From an optimization exercise on the open Yosys and OpenROAD flow, aimed at small area and a short achievable clock period; shortcuts taken in it are not production practice.
In this exercise RTL edits were held to simulation tests only and were not proved equivalent to the original.
Power figures rest on the tool's default switching activity, not on a simulated workload.

==> flow/design.v, too long to show whole: its modules and the start of the top module <==
// module wallace_mul: 5822 lines
module wallace_mul (
	input  logic                  clk,
	input  logic                  rst_n,
	input  logic                  in_valid,
	input  logic [31:0]           a,
	input  logic [31:0]           b,
	output logic [63:0]           product,
	output logic                  out_valid
);
  // ...
==> flow/flow/run.sh <==
#!/bin/bash
# Standard layout, with one netlist step between synthesis and floorplan:
# fapol.py removes the inverters Yosys leaves around its full-adder cells
# (a full adder is self-dual, so it can work on complemented nets instead),
# and the port buffers are buf_4 cells.
set -euo pipefail
# Port buffers: a plain buffer, not the delay cell buffer_ports picks by default
export BUFFER_PORTS_ARGS="-buffer_cell sky130_fd_sc_hd__buf_4"
W=$PWD
R=$W/orfs/results/$FLOW_PLATFORM/wallace_mul/base
bash standard.sh $R/1_2_yosys.v > $W/synth.log 2>&1
cp $R/1_2_yosys.v $W/1_2_yosys.std.v
python3 $W/flow/fapol.py $W/1_2_yosys.std.v $R/1_2_yosys.v > $W/fapol.log 2>&1
bash standard.sh > $W/layout.log 2>&1
==> flow/flow/fapol.py <==
#!/usr/bin/env python3
"""Remove inverters around full-adder cells in a mapped sky130hd netlist.

A full adder is self-dual: FA(~a,~b,~c) = (~cout, ~sum).  Yosys's extract_fa often
picks the complemented form and leaves inverters between adder cells.  This script
chooses, for every fa cell, whether to use it complemented, so as to need as few
inverters as possible, and swaps xor2/xnor2 (xor3/xnor3) drivers whose every load
wants the other polarity.  Registers and ports are untouched.

Usage: fapol.py IN.v OUT.v
"""
import re, sys, random
from collections import defaultdict

src = open(sys.argv[1]).read()
m = re.search(r'\bmodule\s+(\S+)\s*\((.*?)\);', src, re.S)
ports = set(p.strip() for p in m.group(2).split(','))
body_start = src.index(';', m.end() - 1) + 1
endm = src.rindex('endmodule')

inst_re = re.compile(r'^\s*(sky130_fd_sc_hd__\w+)\s+(\S+)\s*\((.*?)\);\s*$', re.S | re.M)
pin_re = re.compile(r'\.(\w+)\(\s*([^()]*?)\s*\)')
OUTPINS = {'X', 'Y', 'Q', 'Q_N', 'SUM', 'COUT', 'HI', 'LO', 'GCLK'}

cells = []          # [type, name, [(pin, net)]]
first = None
last = None
for mm in inst_re.finditer(src, body_start, endm):
    if first is None:
        first = mm.start()
    last = mm.end()
    cells.append([mm.group(1), mm.group(2), pin_re.findall(mm.group(3))])
header = src[:first]
# anything between instances other than whitespace would be lost: check
rest = inst_re.sub('', src[first:last])
assert rest.strip() == '', rest.strip()[:200]
trailer = src[last:]


def base(t):
    return re.sub(r'_\d+$', '', t.replace('sky130_fd_sc_hd__', ''))


def portnet(n):
    return n.split('[')[0].lstrip('\\').strip() in ports or n in ports


driver = {}
for i, (t, name, pins) in enumerate(cells):
    for p, n in pins:
        if p in OUTPINS:
            driver[n] = (i, p)

removable = set()
for i, (t, name, pins) in enumerate(cells):
    if base(t) in ('inv', 'clkinv'):
        d = dict(pins)
        if not portnet(d['Y']) and not portnet(d['A']):
            removable.add(i)


def root(n):
    q = 0
    while n in driver and driver[n][0] in removable:
        n = dict(cells[driver[n][0]][2])['A']
        q ^= 1
    return n, q


isfa = [base(t) == 'fa' for t, _, _ in cells]
x = [0] * len(cells)
fixed = set()
# sinks per root: list of (cell, pin index, parity)
sinks = defaultdict(list)
port_roots = set()
for i, (t, name, pins) in enumerate(cells):
    if i in removable:
        continue
    for k, (p, n) in enumerate(pins):
        if p in OUTPINS:
            continue
        r, q = root(n)
        sinks[r].append((i, k, q))
# ports that are outputs read a net; keep the polarity of their drivers
for n in list(driver):
    if portnet(n):
        r, q = root(n)
        port_roots.add(r)
        if driver[r][0] is not None:
            fixed.add(driver[r][0])
swappable = {'xor2': 'xnor2', 'xnor2': 'xor2', 'xor3': 'xnor3', 'xnor3': 'xor3'}
swap = [0] * len(cells)


def drv_flip(r):
    d = driver.get(r)
    if d is None:
        return 0
    return x[d[0]]


def need(r):
    """(needs true, needs complement) at root r, physical."""
    nt = nc = 0
    dx = drv_flip(r)
    for (i, k, q) in sinks[r]:
        if q ^ x[i] ^ dx:
            nc = 1
        else:
            nt = 1
    return nt, nc


def cost_root(r):
    nt, nc = need(r)
    if not nc:
        return 0
    d = driver.get(r)
    if d is not None and not nt and base(cells[d[0]][0]) in swappable and r not in port_roots:
        return 0.001  # swap the driver instead of adding an inverter
    return 1


def roots_of(i):
    rs = set()
    for p, n in cells[i][2]:
        if p in OUTPINS:
            rs.add(n)
        else:
            rs.add(root(n)[0])
    return rs


fa_idx = [i for i in range(len(cells)) if isfa[i] and i not in fixed and i not in removable]
rofs = {i: roots_of(i) for i in fa_idx}
total0 = sum(cost_root(r) for r in sinks)
random.seed(1)
for it in range(20):
    changed = 0
    order = list(fa_idx)
    random.shuffle(order)
    for i in order:
        rs = rofs[i]
        before = sum(cost_root(r) for r in rs)
        x[i] ^= 1
        after = sum(cost_root(r) for r in rs)
        if after < before - 1e-9:
            changed += 1
        else:
            x[i] ^= 1
    if not changed:
        break
total1 = sum(cost_root(r) for r in sinks)

# ---------------------------------------------------------------- rewrite
out_cells = []
new_wires = []
inv_net = {}
ninv = 0
nswap = 0
for r in sinks:
    nt, nc = need(r)
    if not nc:
        continue
    d = driver.get(r)
    if d is not None and not nt and base(cells[d[0]][0]) in swappable and r not in port_roots:
        swap[d[0]] = 1
        nswap += 1
        continue
    nm = '_fapol_n%d_' % len(inv_net)
    inv_net[r] = nm
    new_wires.append(nm)
for i, (t, name, pins) in enumerate(cells):
    if i in removable:
        continue
    if swap[i]:
        b = base(t)
        t = t.replace('__' + b + '_', '__' + swappable[b] + '_')
        ren = {'xnor2': {'Y': 'X'}, 'xor2': {'X': 'Y'}}.get(b, {})
        pins = [(ren.get(p, p), n) for p, n in pins]
    newpins = []
    for p, n in pins:
        if p not in OUTPINS:
            r, q = root(n)
            dx = drv_flip(r)
            if q ^ x[i] ^ dx:
                if r in inv_net:
                    n = inv_net[r]
                else:
                    n = r   # driver was swapped
            else:
                n = r
        newpins.append((p, n))
    if x[i]:
        # complemented adder: swap nothing, the polarity is carried by its nets
        pass
    out_cells.append((t, name, newpins))
for r, nm in inv_net.items():
    ninv += 1
    out_cells.append(('sky130_fd_sc_hd__inv_1', '_fapol_i%d_' % ninv, [('A', r), ('Y', nm)]))

# nets whose sinks and drivers all vanished stay declared; harmless
hdr = header.rstrip() + '\n' + ''.join('  wire %s;\n' % w for w in new_wires)
o = [hdr]
for t, name, pins in out_cells:
    o.append('  %s %s (\n%s\n  );\n' % (t, name, ',\n'.join('    .%s(%s)' % (p, n + (' ' if n.startswith('\\') else '')) for p, n in pins)))
o.append(trailer)
open(sys.argv[2], 'w').write(''.join(o))
print('fapol: inverters removable %d, adders %d flipped %d, inverters after %d, xor swaps %d (cost %.0f -> %.0f)'
      % (len(removable), len(fa_idx), sum(x), ninv, nswap, total0, total1), file=sys.stderr)
==> flow/standard.sh <==
#!/bin/bash
# synth_recipe.tcl (not shown) runs the flow's synth.tcl, then flattens the netlist and writes it again
# the make line also repeats each setting of config.mk as NAME=value (left out here)
make -C /OpenROAD-flow-scripts/flow DESIGN_CONFIG=/design/flow/config.mk WORK_HOME=/design/flow/orfs CLKGATE_MAP_FILE= SYNTH_SCRIPT=/design/flow/synth_recipe.tcl "${@:-finish}"
==> flow/config.mk <==
export PLATFORM = sky130hd
export DESIGN_NAME = wallace_mul
export DESIGN_NICKNAME = wallace_mul
export VERILOG_FILES = /design/flow/design.v
export SDC_FILE = /design/flow/constraint.sdc
export NUM_CORES = 4
export LEC_CHECK = 0
export ABC_AREA = 1
export CAP_MARGIN = 20
export CORE_MARGIN = 2
export CORE_UTILIZATION = 40
export SETUP_SLACK_MARGIN = 1.3
export SLEW_MARGIN = 20
==> flow/constraint.sdc <==
create_clock -name core_clock -period 3.5 [get_ports {clk}]
set_input_delay 0.7000 -clock core_clock [delete_from_list [all_inputs] [get_ports {clk}]]
set_output_delay 0.7000 -clock core_clock [all_outputs]
set_load 0.01 [all_outputs]
==> results.cfg, run 1 <==
[sta]
rsz0062_at_grt = true
setup_viol = 0
relSlewSlack_pct = 52.4
tns_ns = 0
tightest_slew_ns = 0.714
fin_crit_sh_pct = 71.3

[floorplan]
die_y_um = 312
die_width_um = 312

[setup_path]
critPathTopFamily = adder cells
critPathLaunch = ra85
worstSetupStartpointType = register
path_buf_inv = 2

[cts]
post-cts-setup-buffers = 103

[cells_and_area]
nNetsFinal = 4848
seq_cells = 603
finalCoreUtilization_pct = 53.9
final-nonclk-buf-share_pct = 9.69
final_cells = 5507

[global_routing]
use_met2_pct = 41.5
grt_pass1_wl_mm = 201

[route]
drtPass1Iterations = 8
first_iter_violations = 3546

[worst_hold_path]
min_to = ra91

[synth]
syn_inst = 3943

[outcome]
status = finished clean

[pwr]
seq_cell_power_uw = 11700
==> run 2: changes to the inputs <==
--- a/flow/config.mk
+++ b/flow/config.mk
@@ -6,8 +6,8 @@
 export NUM_CORES = 4
 export LEC_CHECK = 0
 export ABC_AREA = 1
-export CAP_MARGIN = 20
+export CAP_MARGIN = 5
 export CORE_MARGIN = 2
 export CORE_UTILIZATION = 40
-export SETUP_SLACK_MARGIN = 1.3
-export SLEW_MARGIN = 20
+export SETUP_SLACK_MARGIN = 1.1
+export SLEW_MARGIN = 5
==> run 2 against run 1 <==
Compared with the run above:
- worst hold slack gained 0.0091 ns
- total power down 10%
- sequential power about the same
- wire length is 8.5% lower
- synthesized cell count unchanged
- sequential share of layout area increased by 3.3 points
- design area fell by 13%
- worst setup slack better by 0.067 ns
- combinational power down 16%
- clock-buffer cell count rose by 3
- largest cell class unchanged
==> results.cfg, run 2 <==
[synth]
syn_nets = 4596
yosysWarnings = 1
syn_inst = 3943
avgSynthCellArea_sq_um = 9.61
netlist_area_sq_mm = 0.0379

[floorplan]
start_util_pct = 40.5
die_width_um = 312
fp.coreArea_sq_mm = 0.0936
fp-row-count = 112
die_y_um = 312
ioPinCount = 132
dieArea_sq_mm = 0.0972

[sta]
min_period_ns = 2.43
setup_viol = 0
hold_viol = 0
tightest_slew_ns = 0.941
relSlewSlack_pct = 37.2
rsz0062_at_grt = true
drv_slew = 0
holdWs_ns = 0.157
fin_crit_sh_pct = 69.4
max_freq_ghz = 0.412
fin_skew_ns = 0.0288
tns_ns = 0

[route]
m1WireLength_mm = 53.1
drtAntennaViolNets = 0
first_iter_violations = 2921
drtPass1Iterations = 6
top_layer = met5
met3_length_mm = 16.5
drc_errors = 0
met2WireLength_mm = 57.1
drt-total-wl_mm = 133
viasPerCell = 5.45
wl_per_cell_um = 24.9
vias = 29100

[global_routing]
grt_max_degree = 34
grt_pass1_wl_mm = 196
grt_pass1_vias = 29800
track_usage_pct = 27.1
grt_overflow = 0
antenna_found_initial = 9

[placed_design]
place_inst = 5184
detailed_place_hpwl_mm = 92.8
io_buffers = 131
routabilityCongestion = 0.922

[cells_and_area]
syn_to_final_growth_pct = 16.6
regMostFlops = product
largest_reg_flops = 64
layout-drive-gt1-share_pct = 15.1
final_common_cell = nand2_1
final_cell_mix = nand2_1, dfxtp_1, o22ai_1
final_cells = 5351
top_regs = product (64), vld (4)
nNetsFinal = 4693

[cts]
cts_tree = yes
numClockSinks = 603
cts_max_path_buffers = 3
clkTransAtPathRegs_ns = 0.07
cts_buffers = 71
ctsRootBufferMaster = clkbuf_16
h-tree-depth = 3
clk_latency_ns = 0.65

[setup_path]
arrival_ns = 2.95
worstPathMaxFanout = 10
worstSetupStartpointType = register
r2r_slack_ns = 1.07
rr_startpoint = rn35
cp.required_ns = 4.02
critPathKind = register to register
cp-end-kind = register
reg2reg_to = r1429
rr_worst_depth = 4

[pwr]
vdd_drop_max_mv = 0.746
power_density_mw_per_mm2 = 1180
power_uw = 52000
power_leakage_uw = 0.0197

[worst_hold_path]
holdPathStages = 1
hold_start = a[18]
min_to = ra100
hold_class = primary input to register

[job]
max_cap_violations = 0

[outcome]
status = finished clean
[run 2: through the flow]
stage               instance area (sq um)  util, %  worst slack (ns)
floorplan                           37900        -              1.19
global placement                    40400     43.2             0.874
detailed placement                  40400     43.2             0.858
CTS                                 43300     46.2              1.02
global route                        44200     47.2             0.975
finish                              44200     47.2              1.07
[run 2: timing repair]
| item | 4_1_cts | 5_1_grt |
|---|---|---|
| gates resized for setup | 50 | 199 |
| buffers inserted | 21 | 15 |
| setup endpoints to repair | 190 | 130 |
| hold endpoints to repair | 4 | 0 |
| pin swaps | 0 | 36 |
| hold buffers | 1 | 0 |
[run 2: worst max path at each step]
stage               start           to  slack [ns]  cells after the start
floorplan            rn30        r1469        1.19                      6
global placement     rt74        r1586        0.87                      6
detailed placement   rn10        r1443        0.86                      6
CTS                 r2001  product[45]        1.02                     11
global route        r2017  product[63]        0.98                     12
finish               rn35        r1429        1.07                      4
[run 2: per-layer routing]
layer	up-vias	GRT usage [%]
li1	12800	-
met1	14100	35.3
met2	1887	40.8
met3	426	9.17
met4	6	11.7
met5	-	0
[run 2: worst max-delay path: stages (launching register included)]
cell	delay (ns)
dfxtp_1	0.31
inv_1	0.68
xnor2_1	0.21
fa_1	0.67
fa_1	0.43
[run 2: cell type report]
cell class              instances  area [sq um]
diodes                          2          5.00
fillers                      8821         49400
inverters                     471          1830
flip-flops and latches        603         12100
well taps                    1254          1570
multi-input cells            2621         23700
repair buffers                272          2490
clock buffers                  92          1960
clock inverters                36           479
[run 2: where the power goes]
group / leakage [uW] / internal [uW] / switching (uW)
Combinational: 0.0134 / 12400 / 20200
Sequential: 0.00510 / 10200 / 1460
Clock: 0.00117 / 4600 / 3200
Total: 0.0197 / 27200 / 24800
==> run 3: changes to the inputs <==
--- a/flow/config.mk
+++ b/flow/config.mk
@@ -6,8 +6,9 @@
 export NUM_CORES = 4
 export LEC_CHECK = 0
 export ABC_AREA = 1
-export CAP_MARGIN = 5
+export CAP_MARGIN = 20
 export CORE_MARGIN = 2
-export CORE_UTILIZATION = 40
+export CORE_UTILIZATION = 50
+export PLACE_DENSITY = 0.7
 export SETUP_SLACK_MARGIN = 1.1
-export SLEW_MARGIN = 5
+export SLEW_MARGIN = 20
==> run 3 against run 2 <==
Compared with the run above:
- via count increased by 2.5%
- worst setup slack gained 0.0072 ns
- sequential power about the same
- first-iteration DRC count is 34% higher
- clock-buffer cell count shrank 1
- highest routed layer unchanged
==> results.cfg, run 3 <==
[outcome]
status = finished clean

[global_routing]
grt_pass1_wl_mm = 188
antenna_found_initial = 6
grt_pass1_vias = 30500
grt_max_degree = 39
track_usage_pct = 32.3
grt_overflow = 0

[cts]
cts_buffers = 68
h-tree-depth = 3
clkTransAtPathRegs_ns = 0.06
clk_latency_ns = 0.64
cts_max_path_buffers = 3
numClockSinks = 603
cts_tree = yes
ctsRootBufferMaster = clkbuf_16

[synth]
yosysWarnings = 1
syn_nets = 4596
netlist_area_sq_mm = 0.0379
avgSynthCellArea_sq_um = 9.61
syn_inst = 3943

[cells_and_area]
final_cell_mix = nand2_1, dfxtp_1, o22ai_1
syn_to_final_growth_pct = 15.9
regMostFlops = product
final_common_cell = nand2_1
top_regs = product (64), vld (4)
layout-drive-gt1-share_pct = 15.2
nNetsFinal = 4709
largest_reg_flops = 64

[floorplan]
dieArea_sq_mm = 0.0780
die_y_um = 279
fp-row-count = 100
fp.coreArea_sq_mm = 0.0747
die_width_um = 279
ioPinCount = 132
start_util_pct = 50.7

[job]
max_cap_violations = 0

[worst_hold_path]
hold_class = primary input to register

[setup_path]
critPathMostFrequentCell = fa_1
rr_startpoint = rb81
crit_chain = inv_1 -> xnor2_1 -> fa_1 -> fa_1
arrival_ns = 2.92
critPathTopFamily = adder cells
worstSetupStartpointType = register
worstPathMaxFanout = 16
cp.required_ns = 3.99
r2r_slack_ns = 1.08
crit_end = r1549
cp-end-kind = register
cpMaxStageDelayCell = dfxtp_2
critPathLaunch = rb81
cp_num_cells = 4
max_stage_delay_ns = 0.67
reg2reg_to = r1549
critPathKind = register to register
path_buf_inv = 1
rr_worst_depth = 4

[sta]
drv_slew = 0
max_freq_ghz = 0.413
hold_viol = 0
relSlewSlack_pct = 44.4
tightest_slew_ns = 0.834
fin_crit_sh_pct = 69.2
min_period_ns = 2.42
rsz0062_at_grt = true
holdWs_ns = 0.164
tns_ns = 0
fin_skew_ns = 0.0338
setup_viol = 0

[pwr]
power_density_mw_per_mm2 = 1170
power_leakage_uw = 0.0197
vdd_drop_max_mv = 0.579

[route]
drtPass1Iterations = 6
viasPerCell = 5.88
vias = 29900
drtAntennaViolNets = 0
wl_per_cell_um = 25.0
drt-total-wl_mm = 127
drc_errors = 0
first_iter_violations = 3911

[placed_design]
routabilityCongestion = 0.963
detailed_place_hpwl_mm = 87.1
io_buffers = 131
-- run 3: report_power, final --
part / internal (uW) / switching [uW] / total, uW
Sequential: 10200 / 1500 / 11700
Clock: 4720 / 3110 / 7830
Combinational: 12200 / 19700 / 31800
Total: 27100 / 24300 / 51300
-- run 3: final cells by class --
class	instances	area, sq um
fill	6255	30800
multi-input combinational	2621	23600
sequential	603	12100
timing repair buffer	291	2680
clock buffer	91	1920
inverter	471	1850
tap	969	1210
clock inverter	31	519
antenna	2	5.00
-- run 3: worst min path at each step --
stage               startpoint    end  depth (start not counted)
finish                   a[13]   ra95                          1
global route             a[25]  ra107                          1
CTS                      a[13]   ra95                          1
detailed placement       r1302  r1937                          0
global placement         r1596  r2068                          0
floorplan                r1288  r1923                          0
-- run 3: per-stage QoR --
| step | total power [uW] | util (%) | setup WS [ns] | instances | area [sq um] |
|---|---|---|---|---|---|
| floorplan | 29300 | - | 1.19 | 3943 | 37900 |
| global route | 54800 | 58.8 | 1.02 | 5077 | 43900 |
| detailed placement | 40500 | 53.5 | 0.850 | 4903 | 40000 |
| global placement | 40000 | 53.5 | 0.868 | 4903 | 40000 |
| finish | 51300 | 58.8 | 1.08 | 5079 | 43900 |
| CTS | 48800 | 57.6 | 1.07 | 5065 | 43000 |
-- run 3: layer usage --
metal,vias up,GRT usage (%),share of wire [%]
met5,-,0,0.13
met4,10,18.0,6.2
met3,602,12.9,15
met2,2285,47.6,42
met1,14200,40.4,36
li1,12800,-,-
-- run 3: worst register-to-register path: stages (launching register included) --
cell	delay (ns)
dfxtp_2	0.67
inv_1	0.42
xnor2_1	0.32
fa_1	0.46
fa_1	0.43
-- run 3: what timing repair did --
action,4_1_cts,5_1_grt
hold endpoints to repair,4,0
gates resized for setup,46,185
pin swaps,0,21
hold buffers,1,0
setup endpoints to repair,160,139
setup buffers,39,12
==> run 4: changes to the inputs <==
--- a/flow/config.mk
+++ b/flow/config.mk
@@ -8,7 +8,6 @@
 export ABC_AREA = 1
 export CAP_MARGIN = 20
 export CORE_MARGIN = 2
-export CORE_UTILIZATION = 50
-export PLACE_DENSITY = 0.7
+export CORE_UTILIZATION = 40
 export SETUP_SLACK_MARGIN = 1.1
 export SLEW_MARGIN = 20
==> run 4 against run 3 <==
Compared with the run above:
- flip-flop and latch count stayed put
- clock-buffer cell count is 1 higher
- first-iteration DRC count is 25% lower
- worst setup slack worse by 0.0072 ns
- clock power is 0.5% lower
- via count is 2.4% lower
- total power is 1.3% higher
- critical path depth stayed put
- register-to-register slack hardly changed
- sequential power hardly changed
- synthesized cell count stayed put
- critical path type unchanged
==> results.cfg, run 4 <==
[cells_and_area]
syn_to_final_growth_pct = 16.6
top_regs = product (64), vld (4)
fillCellCount = 8821
regMostFlops = product
final_cells = 5351
finalCoreUtilization_pct = 47.2
nNetsFinal = 4693
final_common_cell = nand2_1
final_cell_mix = nand2_1, dfxtp_1, o22ai_1
layout-drive-gt1-share_pct = 15.1
largest_reg_flops = 64

[worst_hold_path]
min_to = ra100
holdPathStages = 1
hold_start = a[18]
hold_class = primary input to register

[placed_design]
detailed_place_hpwl_mm = 92.8
io_buffers = 131
routabilityCongestion = 0.922
place_inst = 5184
dp_slack_ns = 0.858

[sta]
min_period_ns = 2.43
hold_viol = 0
tightest_slew_ns = 0.941
relSlewSlack_pct = 37.2
drv_slew = 0
fin_skew_ns = 0.0288
tns_ns = 0
setup_viol = 0
worst_slack_ns = 1.07
rsz0062_at_grt = true
max_freq_ghz = 0.412
fin_crit_sh_pct = 69.4

[outcome]
status = finished clean

[pwr]
clockPowerShare_pct = 15.0
swShare_pct = 47.7
power_density_mw_per_mm2 = 1180
p_int_uw = 27200
vdd_drop_max_mv = 0.746
p_sw_uw = 24800
combPwrFrac_pct = 62.6
power_frac_seq_pct = 22.4
power_leakage_uw = 0.0197

[cts]
cts_buffers = 71
cts_tree = yes
ctsRootBufferMaster = clkbuf_16
clk_latency_ns = 0.65
h-tree-depth = 3
numClockSinks = 603
cts_max_path_buffers = 3
clkTransAtPathRegs_ns = 0.07

[synth]
yosysWarnings = 1
avgSynthCellArea_sq_um = 9.61
syn_inst = 3943
syn_nets = 4596
netlist_area_sq_mm = 0.0379

[setup_path]
reg2reg_to = r1429
rr_startpoint = rn35
worstSetupStartpointType = register
arrival_ns = 2.95
worstPathMaxFanout = 10
critPathKind = register to register
cp-end-kind = register
rr_worst_depth = 4
r2r_slack_ns = 1.07
cp.required_ns = 4.02

[global_routing]
grt_pass1_wl_mm = 196
track_usage_pct = 27.1
grt_overflow = 0
grt_pass1_vias = 29800
antenna_found_initial = 9
grt_max_degree = 34

[floorplan]
start_util_pct = 40.5
fp.coreArea_sq_mm = 0.0936
fp-row-count = 112
die_y_um = 312
die_width_um = 312
dieArea_sq_mm = 0.0972
ioPinCount = 132

[route]
wl_per_cell_um = 24.9
first_iter_violations = 2921
drc_errors = 0
drtPass1Iterations = 6
drt-total-wl_mm = 133
vias = 29100
viasPerCell = 5.45
drtAntennaViolNets = 0

[job]
max_cap_violations = 0
==> run 4: per-layer routing <==
layer,vias to the layer above,global-route usage [%],part of all wire (%)
met5,-,0,0.026
met3,426,9.17,12
li1,12800,-,-
met4,6,11.7,4.9
met2,1887,40.8,43
met1,14100,35.3,40
==> run 4: final cells by class <==
class | instances | area (sq um) | area share (%)
Antenna cell | 2 | 5.00 | 0.0113
Multi-Input combinational cell | 2621 | 23700 | 53.7
Inverter | 471 | 1830 | 4.14
Tap cell | 1254 | 1570 | 3.55
Clock inverter | 36 | 479 | 1.08
Timing Repair Buffer | 272 | 2490 | 5.64
Clock buffer | 92 | 1960 | 4.43
Sequential cell | 603 | 12100 | 27.4
==> run 4: worst max-delay path by stage <==
stage / startpoint / end / depth (start not counted)
4_1_cts: r2001 / product[45] / 11
3_3_place_gp: rt74 / r1586 / 6
3_5_place_dp: rn10 / r1443 / 6
2_1_floorplan: rn30 / r1469 / 6
6_report: rn35 / r1429 / 4
5_1_grt: r2017 / product[63] / 12
==> run 4: timing repair <==
| action | CTS | global route |
|---|---|---|
| resized for setup | 50 | 199 |
| pin swaps | 0 | 36 |
| buffers inserted | 21 | 15 |
| setup endpoints to repair | 190 | 130 |
| endpoints found under the hold margin | 4 | 0 |
| hold buffers | 1 | 0 |
==> run 4: power by group through the flow <==
| stage | registers (uW) | logic [uW] | clock network [uW] |
|---|---|---|---|
| 2_1_floorplan | 11500 | 17700 | 0 |
| 4_1_cts | 11700 | 29900 | 7940 |
| 6_report | 11700 | 32600 | 7790 |
| 3_5_place_dp | 11800 | 29500 | 0 |
| 5_1_grt | 11900 | 36000 | 8210 |
| 3_3_place_gp | 11800 | 29300 | 0 |
==> run 4: per-stage QoR <==
step	total power [uW]	instance area [sq um]	hold WS [ns]
6_report	52000	44200	0.157
3_3_place_gp	41000	40400	0.311
3_5_place_dp	41300	40400	0.312
2_1_floorplan	29300	37900	0.310
5_1_grt	56100	44200	0.140
4_1_cts	49500	43300	0.131
==> run 4: worst max-delay path, stage by stage, from the launching register on <==
cell	delay [ns]
dfxtp_1	0.31
inv_1	0.68
xnor2_1	0.21
fa_1	0.67
fa_1	0.43
==> run 5: changes to the inputs <==
==> flow/flow/run.sh (replaced) <==
#!/bin/bash
# Standard layout with three changes:
# - if flow/abc.script exists, synthesis maps with it instead of ORFS's ABC script
#   (a copy of ORFS's scripts folder with only that file replaced; ABC maps the
#   combinational logic only, so registers and their names are the standard ones);
# - between synthesis and floorplan, fapol.py removes the inverters Yosys leaves
#   around its full-adder cells (a full adder is self-dual, so it can work on
#   complemented nets instead);
# - the port buffers are a plain buffer cell (PORT_BUF), not the delay cell
#   buffer_ports picks by default.
set -euo pipefail
W=$PWD
PORT_BUF=$(cat $W/flow/port_buf.txt 2>/dev/null || echo sky130_fd_sc_hd__buf_4)
export BUFFER_PORTS_ARGS="-buffer_cell $PORT_BUF"
if [[ -f $W/flow/abc.script ]]; then
  rm -rf $W/scripts_local
  cp -r $FLOW_HOME/scripts $W/scripts_local
  cp $W/flow/abc.script $W/scripts_local/abc_speed.script
  cp $W/flow/abc.script $W/scripts_local/abc_area.script
  export SCRIPTS_DIR=$W/scripts_local
fi
R=$W/orfs/results/$FLOW_PLATFORM/wallace_mul/base
bash standard.sh $R/1_2_yosys.v > $W/synth.log 2>&1
cp $R/1_2_yosys.v $W/1_2_yosys.std.v
python3 $W/flow/fapol.py $W/1_2_yosys.std.v $R/1_2_yosys.v > $W/fapol.log 2>&1
bash standard.sh > $W/layout.log 2>&1
==> flow/flow/abc.script (new file) <==
strash
dch
map -B 0.5
topo
stime -c
buffer -c
upsize -c
dnsize -c
--- a/flow/config.mk
+++ b/flow/config.mk
@@ -5,7 +5,6 @@
 export SDC_FILE = /design/flow/constraint.sdc
 export NUM_CORES = 4
 export LEC_CHECK = 0
-export ABC_AREA = 1
 export CAP_MARGIN = 20
 export CORE_MARGIN = 2
 export CORE_UTILIZATION = 40
==> run 5 against run 4 <==
Compared with the run above:
- clock-buffer cell count up 7
- wire length fell by 1.2%
- area after synthesis shrank 0.98%
- total power rose by 1.9%
- non-clock buffer count is 38 higher
- core utilization is 0.68 points higher
- final cell count decreased by 3.4%
- via count fell by 1.7%
- critical endpoint is now r1428
- largest power group unchanged
- highest routed layer unchanged
==> results.cfg, run 5 <==
[sta]
drv_slew = 0
setup_viol = 0
tightest_slew_ns = 0.810
relSlewSlack_pct = 45.9
worst_slack_ns = 1.08
fin_crit_sh_pct = 69.0
fin_skew_ns = 0.0270
tns_ns = 0
min_period_ns = 2.42
hold_viol = 0
max_freq_ghz = 0.414
rsz0062_at_grt = true

[cts]
h-tree-depth = 3
ctsRootBufferMaster = clkbuf_16
cts_max_path_buffers = 3
cts_tree = yes
numClockSinks = 603
cts_buffers = 72
clk_latency_ns = 0.63
clkTransAtPathRegs_ns = 0.06

[pwr]
combPwrFrac_pct = 63.2
vdd_drop_max_mv = 0.711
clockPowerShare_pct = 14.8
p_int_uw = 28000
power_density_mw_per_mm2 = 1190
power_leakage_uw = 0.0189
power_uw = 53000
power_frac_seq_pct = 22.0
p_sw_uw = 25000
swShare_pct = 47.1

[placed_design]
io_buffers = 131
routabilityCongestion = 0.945
place_inst = 4981
dp_slack_ns = 0.802
detailed_place_hpwl_mm = 93.2

[cells_and_area]
syn_to_final_growth_pct = 18.9
nNetsFinal = 4515
top_regs = product (64), vld (4)
final_cells = 5169
final_common_cell = dfxtp_1
final_cell_mix = dfxtp_1, o22ai_1, fa_1
layout-drive-gt1-share_pct = 19.3
largest_reg_flops = 64
regMostFlops = product

[setup_path]
arrival_ns = 2.93
max_stage_delay_ns = 0.73
cpMaxStageDelayCell = fa_1
worstPathMaxFanout = 21
critPathMostFrequentCell = fa_1
critPathTopFamily = adder cells
path_buf_inv = 2
crit_chain = inv_1 -> buf_4 -> o22ai_1 -> xnor2_1 -> fa_1 -> fa_1
cp-end-kind = register
worstSetupStartpointType = register
cp.required_ns = 4.01
critPathKind = register to register

[synth]
syn_inst = 3729
yosysWarnings = 1
syn_nets = 4382
avgSynthCellArea_sq_um = 10.1
netlist_area_sq_mm = 0.0375

[global_routing]
grt_pass1_vias = 29300
grt_pass1_wl_mm = 193
track_usage_pct = 27.3
grt_overflow = 0
antenna_found_initial = 10
grt_max_degree = 33

[route]
first_iter_violations = 3083
viasPerCell = 5.54
drtAntennaViolNets = 0
drtPass1Iterations = 6
drc_errors = 0
drt-total-wl_mm = 132
vias = 28600
wl_per_cell_um = 25.5

[floorplan]
die_width_um = 310
dieArea_sq_mm = 0.0963
fp.coreArea_sq_mm = 0.0932
die_y_um = 310
ioPinCount = 132
fp-row-count = 112
start_util_pct = 40.3

[job]
max_cap_violations = 0

[outcome]
status = finished clean

[worst_hold_path]
hold_class = primary input to register
[run 5: worst reg2reg max path, delay by kind of cell, from the launching register on]
kind	cells	cell delay, ns
compound gates	1	0.15
fa+ha+maj	2	1.17
buf+inv	2	0.43
flops	1	0.36
xor+xnor	1	0.19
[run 5: repair_timing]
action,4_1_cts,5_1_grt
pin swaps,4,58
hold buffers,1,0
setup endpoints to repair,203,123
resized for setup,117,234
buffers inserted,40,19
gates cloned,0,1
endpoints found under the hold margin,4,0
[run 5: cell type report]
type | count | area [sq um]
tap | 1254 | 1570
clock inverter | 26 | 399
inverter | 339 | 1350
multi-input combinational | 2536 | 24200
clock buffer | 99 | 2060
timing repair buffer | 310 | 2870
antenna | 2 | 5.00
sequential | 603 | 12100
fill | 8516 | 48600
[run 5: worst paths after layout]
kind | from | to | slack, ns | cells past startpoint
setup reg to reg | ro63 | r1428 | 1.08 | 6
hold / removal | a[5] | ra87 | 0.17 | 1
min in group asynchronous | rst_n | vld[0] | 0.41 | 2
hold reg to reg | r1589 | r2061 | 0.32 | 0
max in group asynchronous | rst_n | vld[1] | 2.99 | 2
setup / recovery | ro63 | r1428 | 1.08 | 6
[run 5: per-layer routing]
layer / vias to the layer above / wire length [um] / share of wire (%) / track usage (%)
met5: - / 54 / 0.041 / 0
met2: 1863 / 55300 / 42 / 40.3
li1: 12400 / - / - / -
met1: 14000 / 51800 / 39 / 35.5
met4: 8 / 6700 / 5.1 / 12.6
met3: 395 / 17700 / 13 / 10.1
[run 5: power by group through the flow]
stage | clock [uW] | combinational (uW) | sequential [uW]
2_1_floorplan | 0 | 17900 | 11500
3_3_place_gp | 0 | 29200 | 11800
3_5_place_dp | 0 | 29400 | 11800
4_1_cts | 8000 | 30600 | 11700
5_1_grt | 8260 | 36600 | 11900
6_report | 7850 | 33500 | 11700
[run 5: per-stage QoR]
step	area, sq um	hold slack [ns]	util (%)
2_1_floorplan	37500	0.310	-
3_3_place_gp	40100	0.311	43.0
3_5_place_dp	40100	0.312	43.0
4_1_cts	43500	0.147	46.7
5_1_grt	44600	0.164	47.9
6_report	44600	0.174	47.9
==> run 6: changes to the inputs <==
==> flow/flow/abc.script (replaced) <==
strash
dch
map -a
topo
stime -c
buffer -c
upsize -c
dnsize -c
==> run 6 against run 5 <==
Compared with the run above:
- still clean
- first-iteration DRC count decreased by 10%
- synthesized cell count decreased by 6.2%
- core utilization is 3.1 points higher
- critical path depth increased by 6
- flip-flop and latch count did not move
- area after synthesis shrank 3.2%
- global-route usage is 0.35 points higher
- wire length shrank 0.16%
- highest routed layer unchanged
==> results.cfg, run 6 <==
[outcome]
status = finished clean

[global_routing]
grt_pass1_vias = 29200
track_usage_pct = 27.7
grt_overflow = 0
grt_pass1_wl_mm = 191
antenna_found_initial = 4
grt_max_degree = 54

[floorplan]
fp-row-count = 110
ioPinCount = 132
fp.coreArea_sq_mm = 0.0900
die_y_um = 305
dieArea_sq_mm = 0.0932
die_width_um = 305
start_util_pct = 40.4

[setup_path]
arrival_ns = 3.14
crit_end = product[50]
critPathLaunch = r2013
cp.required_ns = 4.06
cp-end-kind = register
critPathTopFamily = adder cells
max_stage_delay_ns = 0.50
reg2reg_to = product[50]
worstSetupStartpointType = register
rr_worst_depth = 12
crit_chain = fa_2 -> ha_4 -> inv_4 -> nor2_4 -> inv_2 -> nor2_1 -> inv_2 -> o21ai_4 -> a21oi_4 -> nor3b_4 -> a21oi_2 -> xor2_1
critPathMostFrequentCell = inv_2
cpMaxStageDelayCell = fa_2
rr_startpoint = r2013
critPathKind = register to register
cp_num_cells = 12
r2r_slack_ns = 0.92
path_buf_inv = 3
worstPathMaxFanout = 3

[route]
drtPass1Iterations = 6
first_iter_violations = 2761
drtAntennaViolNets = 0
vias = 27800
drc_errors = 0
wl_per_cell_um = 26.7
viasPerCell = 5.65
drt-total-wl_mm = 131

[cells_and_area]
layout-drive-gt1-share_pct = 28.4
nNetsFinal = 4346
final_cell_mix = dfxtp_1, o22ai_1, fa_1
final_common_cell = dfxtp_1
regMostFlops = product
largest_reg_flops = 64
final_area_sq_mm = 0.0459
top_regs = product (64), vld (4)
syn_to_final_growth_pct = 26.2

[cts]
h-tree-depth = 3
cts_tree = yes
cts_buffers = 70
clk_latency_ns = 0.64
ctsRootBufferMaster = clkbuf_16
clkTransAtPathRegs_ns = 0.07
cts_max_path_buffers = 3
numClockSinks = 603

[sta]
drv_slew = 0
hold_viol = 0
max_freq_ghz = 0.387
fin_skew_ns = 0.0368
fin_crit_sh_pct = 73.8
rsz0062_at_grt = true
holdWs_ns = 0.163
relSlewSlack_pct = 39.1
setup_viol = 0
tightest_slew_ns = 0.912
min_period_ns = 2.58
tns_ns = 0

[synth]
netlist_area_sq_mm = 0.0363
syn_inst = 3497
syn_nets = 4150
avgSynthCellArea_sq_um = 10.4
yosysWarnings = 1

[placed_design]
postPlaceCellArea_sq_mm = 0.0389
detailed_place_hpwl_mm = 89.5
routabilityCongestion = 0.949
io_buffers = 131

[job]
max_cap_violations = 0

[worst_hold_path]
hold_class = primary input to register

[pwr]
clockPowerShare_pct = 13.7
p_sw_uw = 27100
power_density_mw_per_mm2 = 1260
power_frac_seq_pct = 20.6
power_leakage_uw = 0.0181
combPwrFrac_pct = 65.7
power_uw = 57600
p_int_uw = 30500
swShare_pct = 47.0
vdd_drop_max_mv = 0.630
## run 6: repair_timing
| item | 4_1_cts | 5_1_grt |
|---|---|---|
| cloned | 0 | 1 |
| pin swaps | 96 | 116 |
| endpoints found under the setup margin | 211 | 123 |
| gates resized for setup | 452 | 381 |
| hold buffers | 1 | 0 |
| hold endpoints to repair | 4 | 0 |
| setup buffers | 72 | 52 |
## run 6: routing by layer
| metal | vias to the layer above | track usage (%) | wire (um) |
|---|---|---|---|
| met5 | - | 0 | 23 |
| met4 | 4 | 12.7 | 6870 |
| met3 | 444 | 11.1 | 16800 |
| met2 | 1784 | 41.4 | 56400 |
| met1 | 13700 | 35.0 | 51200 |
| li1 | 11900 | - | - |
## run 6: per-stage QoR
step,setup slack (ns),utilization [%],cells
final,0.917,50.9,4925
after global routing,0.861,50.9,4924
after floorplan,1.12,-,3497
after CTS,0.831,48.9,4871
after detailed placement,0.288,43.3,4671
after global placement,0.277,43.3,4671
## run 6: worst reg2reg max path, delay by kind of cell, from the launching register on
family	cells	cell delay [ns]
AO/OA/AOI/OAI	3	0.50
XOR/XNOR	1	0.24
adder cells (fa/ha/maj)	2	0.81
buffers and inverters	3	0.20
flip-flops	1	0.33
AND/OR/NAND/NOR	3	0.42
## run 6: worst min-delay path by stage
stage / depth (start not counted) / slack [ns] / from / endpoint
final: 1 / 0.16 / a[27] / ra109
after floorplan: 0 / 0.31 / r1288 / r1923
after global placement: 0 / 0.31 / r1581 / r2051
after CTS: 1 / 0.13 / a[1] / ra83
after global routing: 1 / 0.14 / a[27] / ra109
after detailed placement: 0 / 0.31 / r1592 / r2064
## run 6: power groups by stage
stage          combinational [uW]  sequential (uW)  clock (uW)
2_1_floorplan               15900            11600           0
4_1_cts                     33500            11800        8030
6_report                    37900            11900        7900
5_1_grt                     40600            12200        8300
3_3_place_gp                27800            11800           0
3_5_place_dp                27700            11900           0
## run 6: layout make-up
type | count | area, sq um
flip-flops and latches | 603 | 12200
clock buffers | 94 | 2000
clock inverters | 33 | 469
inverters | 302 | 1240
repair buffers | 375 | 3480
diodes | 1 | 2.50
fillers | 8007 | 44200
multi-input cells | 2341 | 25000
well taps | 1176 | 1470
==> run 7: changes to the inputs <==
==> flow/flow/port_buf.txt (new file) <==
sky130_fd_sc_hd__buf_1
--- a/flow/config.mk
+++ b/flow/config.mk
@@ -5,8 +5,10 @@
 export SDC_FILE = /design/flow/constraint.sdc
 export NUM_CORES = 4
 export LEC_CHECK = 0
+export ABC_AREA = 1
 export CAP_MARGIN = 20
 export CORE_MARGIN = 2
 export CORE_UTILIZATION = 40
+export CTS_BUF_LIST = sky130_fd_sc_hd__clkbuf_8
 export SETUP_SLACK_MARGIN = 1.1
 export SLEW_MARGIN = 20
removed: flow/flow/abc.script
==> run 7 against run 6 <==
Compared with the run above:
- still clean on timing, DRC and antenna
- design area decreased by 3.5%
- non-clock buffer count down 30
- critical path depth is 6 lower
- fmax is 6.7% higher
- worst hold slack got worse by 0.12 ns
- via count rose by 7.0%
- largest cell class unchanged
==> results.cfg, run 7 <==
[sta]
setup_viol = 0
fin_crit_sh_pct = 69.2
drv_slew = 0
max_freq_ghz = 0.413
min_period_ns = 2.42
tns_ns = 0
relSlewSlack_pct = 51.4
tightest_slew_ns = 0.728
hold_viol = 0
holdWs_ns = 0.0422
rsz0062_at_grt = true
fin_skew_ns = 0.0594
worst_slack_ns = 1.08

[cells_and_area]
layout-drive-gt1-share_pct = 14.3
final_cells = 5474
final_cell_mix = nand2_1, dfxtp_1, o22ai_1
final_area_sq_mm = 0.0442
nNetsFinal = 4797
final_common_cell = nand2_1
fillCellCount = 8874
top_regs = product (64), vld (4)
syn_to_final_growth_pct = 16.8
regMostFlops = product
largest_reg_flops = 64

[floorplan]
fp-row-count = 112
dieArea_sq_mm = 0.0972
die_y_um = 312
ioPinCount = 132
die_width_um = 312
start_util_pct = 40.5
fp.coreArea_sq_mm = 0.0936

[setup_path]
cp.required_ns = 4.09
critPathLaunch = rt4
rr_worst_depth = 6
arrival_ns = 3.01
reg2reg_to = r1405
critPathKind = register to register
r2r_slack_ns = 1.08
crit_end = r1405
worstPathMaxFanout = 31
cp-end-kind = register
rr_startpoint = rt4
worstSetupStartpointType = register

[placed_design]
io_buffers = 131
dp_slack_ns = 0.804
postPlaceCellArea_sq_mm = 0.0399
detailed_place_hpwl_mm = 93.6
routabilityCongestion = 0.973
place_inst = 5192

[pwr]
power_leakage_uw = 0.0196
vdd_drop_max_mv = 0.752
power_density_mw_per_mm2 = 1150

[synth]
syn_inst = 3943
avgSynthCellArea_sq_um = 9.61
yosysWarnings = 1
netlist_area_sq_mm = 0.0379
syn_nets = 4596

[global_routing]
antenna_found_initial = 10
grt_overflow = 0
track_usage_pct = 27.1
grt_pass1_wl_mm = 196
grt_max_degree = 39
grt_pass1_vias = 30000

[route]
first_iter_violations = 2986
drtAntennaViolNets = 0
drt-total-wl_mm = 135
drc_errors = 0
wl_per_cell_um = 24.6
viasPerCell = 5.44
vias = 29800
drtPass1Iterations = 8

[worst_hold_path]
hold_class = primary input to register
hold_start = a[4]

[cts]
cts_buffers = 102
cts_max_path_buffers = 3
ctsRootBufferMaster = clkbuf_8
numClockSinks = 603
clkTransAtPathRegs_ns = 0.06
cts_tree = yes
clk_latency_ns = 0.77
h-tree-depth = 3

[job]
max_cap_violations = 0

[outcome]
status = finished clean
run 7: cell count changes in the layout (fill, tap and decap cells not counted), sizes merged, moves of 7 or more:
cell         change
o21ai           -71
inv            +198
mux2            +14
nand2          +539
dlygate4sd3     +16
clkinv          -10
a31oi            -7
xor2            -22
nand3           +43
nor2           -113
xnor2           -10
a21oi           -66
buf             -49
clkbuf          +30
run 7: stage by stage:
stage / total power, uW / utilization, %
floorplan: 29300 / -
CTS: 48400 / 45.9
finish: 51000 / 47.3
detailed placement: 40900 / 42.7
global placement: 40700 / 42.7
global route: 54900 / 47.3
run 7: metal layers:
layer / vias up / routed length, um / GRT usage, %
li1: 13000 / - / -
met1: 14300 / 52700 / 35.2
met2: 1971 / 56000 / 39.3
met3: 500 / 17700 / 9.54
met4: 10 / 8160 / 15.4
met5: - / 72 / 0
run 7: how the worst min path moves through the flow:
stage	to	slack, ns	depth (start not counted)
after global placement	r1923	0.31	0
after floorplan	r1923	0.31	0
after detailed placement	r1923	0.31	0
after CTS	ra99	0.002	1
final	ra86	0.04	1
after global routing	ra86	0.04	1
run 7: area by class of cell:
class | instances | area, sq um | area share, %
Antenna cell | 3 | 7.51 | 0.0170
Clock buffer | 121 | 1670 | 3.76
Tap cell | 1254 | 1570 | 3.55
Timing Repair Buffer | 345 | 2740 | 6.18
Multi-Input combinational cell | 2621 | 23800 | 53.7
Clock inverter | 56 | 504 | 1.14
Inverter | 471 | 1870 | 4.22
Sequential cell | 603 | 12100 | 27.4
run 7: report_power, final:
group	switching, uW	internal (uW)
logic	20400	12200
clock network	3020	3800
registers	1480	10200
total	24900	26200
run 7: what timing repair did:
action                                  in CTS  in global routing
buffers inserted                            37                 44
resized for setup                           77                205
endpoints found under the setup margin     206                136
pin swaps                                    1                 46
gates cloned                                 0                  4
hold buffers                                17                  0
endpoints found under the hold margin       20                  0
run 7: critical path, cell delays in order, from the launching register on:
cell and delay, ns:
dfxtp_2 0.37, inv_1 0.06, buf_4 0.40, o22ai_1 0.18, xnor2_1 0.24, fa_1 0.49
fa_1 0.54

==> port drivers added, routing unchanged <==
In the flow no input, the clock included, has a driving cell. The finished layouts below were timed again as built, in two steps. Step 1 (the two cells are an assumption about what drives the block):
set clk [get_ports {clk}]
set_driving_cell -lib_cell sky130_fd_sc_hd__clkbuf_16 $clk
set_driving_cell -lib_cell sky130_fd_sc_hd__buf_2 [delete_from_list [all_inputs] $clk]
Step 2 moves the port delays by t, midway between the first and last clock arrival at a register: inputs arrive t later, outputs are due t later. That takes back most of the time a late clock gives input paths. Three values: ideal ports, drivers, drivers and shift; two values: the first two.
| run | shift t [ns] | setup WS [ns] | worst setup path after step 2 | worst data-port slew with drivers (ns) |
|---|---|---|---|---|
| run 1 | 0.702 | 1.004 / 1.004 / 1.004 | register to register | 0.05 |
| run 2 | 0.706 | 1.071 / 1.071 / 1.071 | register to register | 0.08 |
| run 3 | 0.686 | 1.078 / 1.078 / 1.078 | register to register | 0.05 |
| run 4 | 0.706 | 1.071 / 1.071 / 1.071 | register to register | 0.08 |
| run 5 | 0.689 | 1.085 / 1.085 / 1.085 | register to register | 0.05 |
| run 6 | 0.699 | 0.917 / 0.917 / 0.917 | register to register | 0.04 |
| run 7 | 0.808 | 1.079 / 1.079 / 1.079 | register to register | 0.06 |
After both steps every run listed still meets setup and hold.
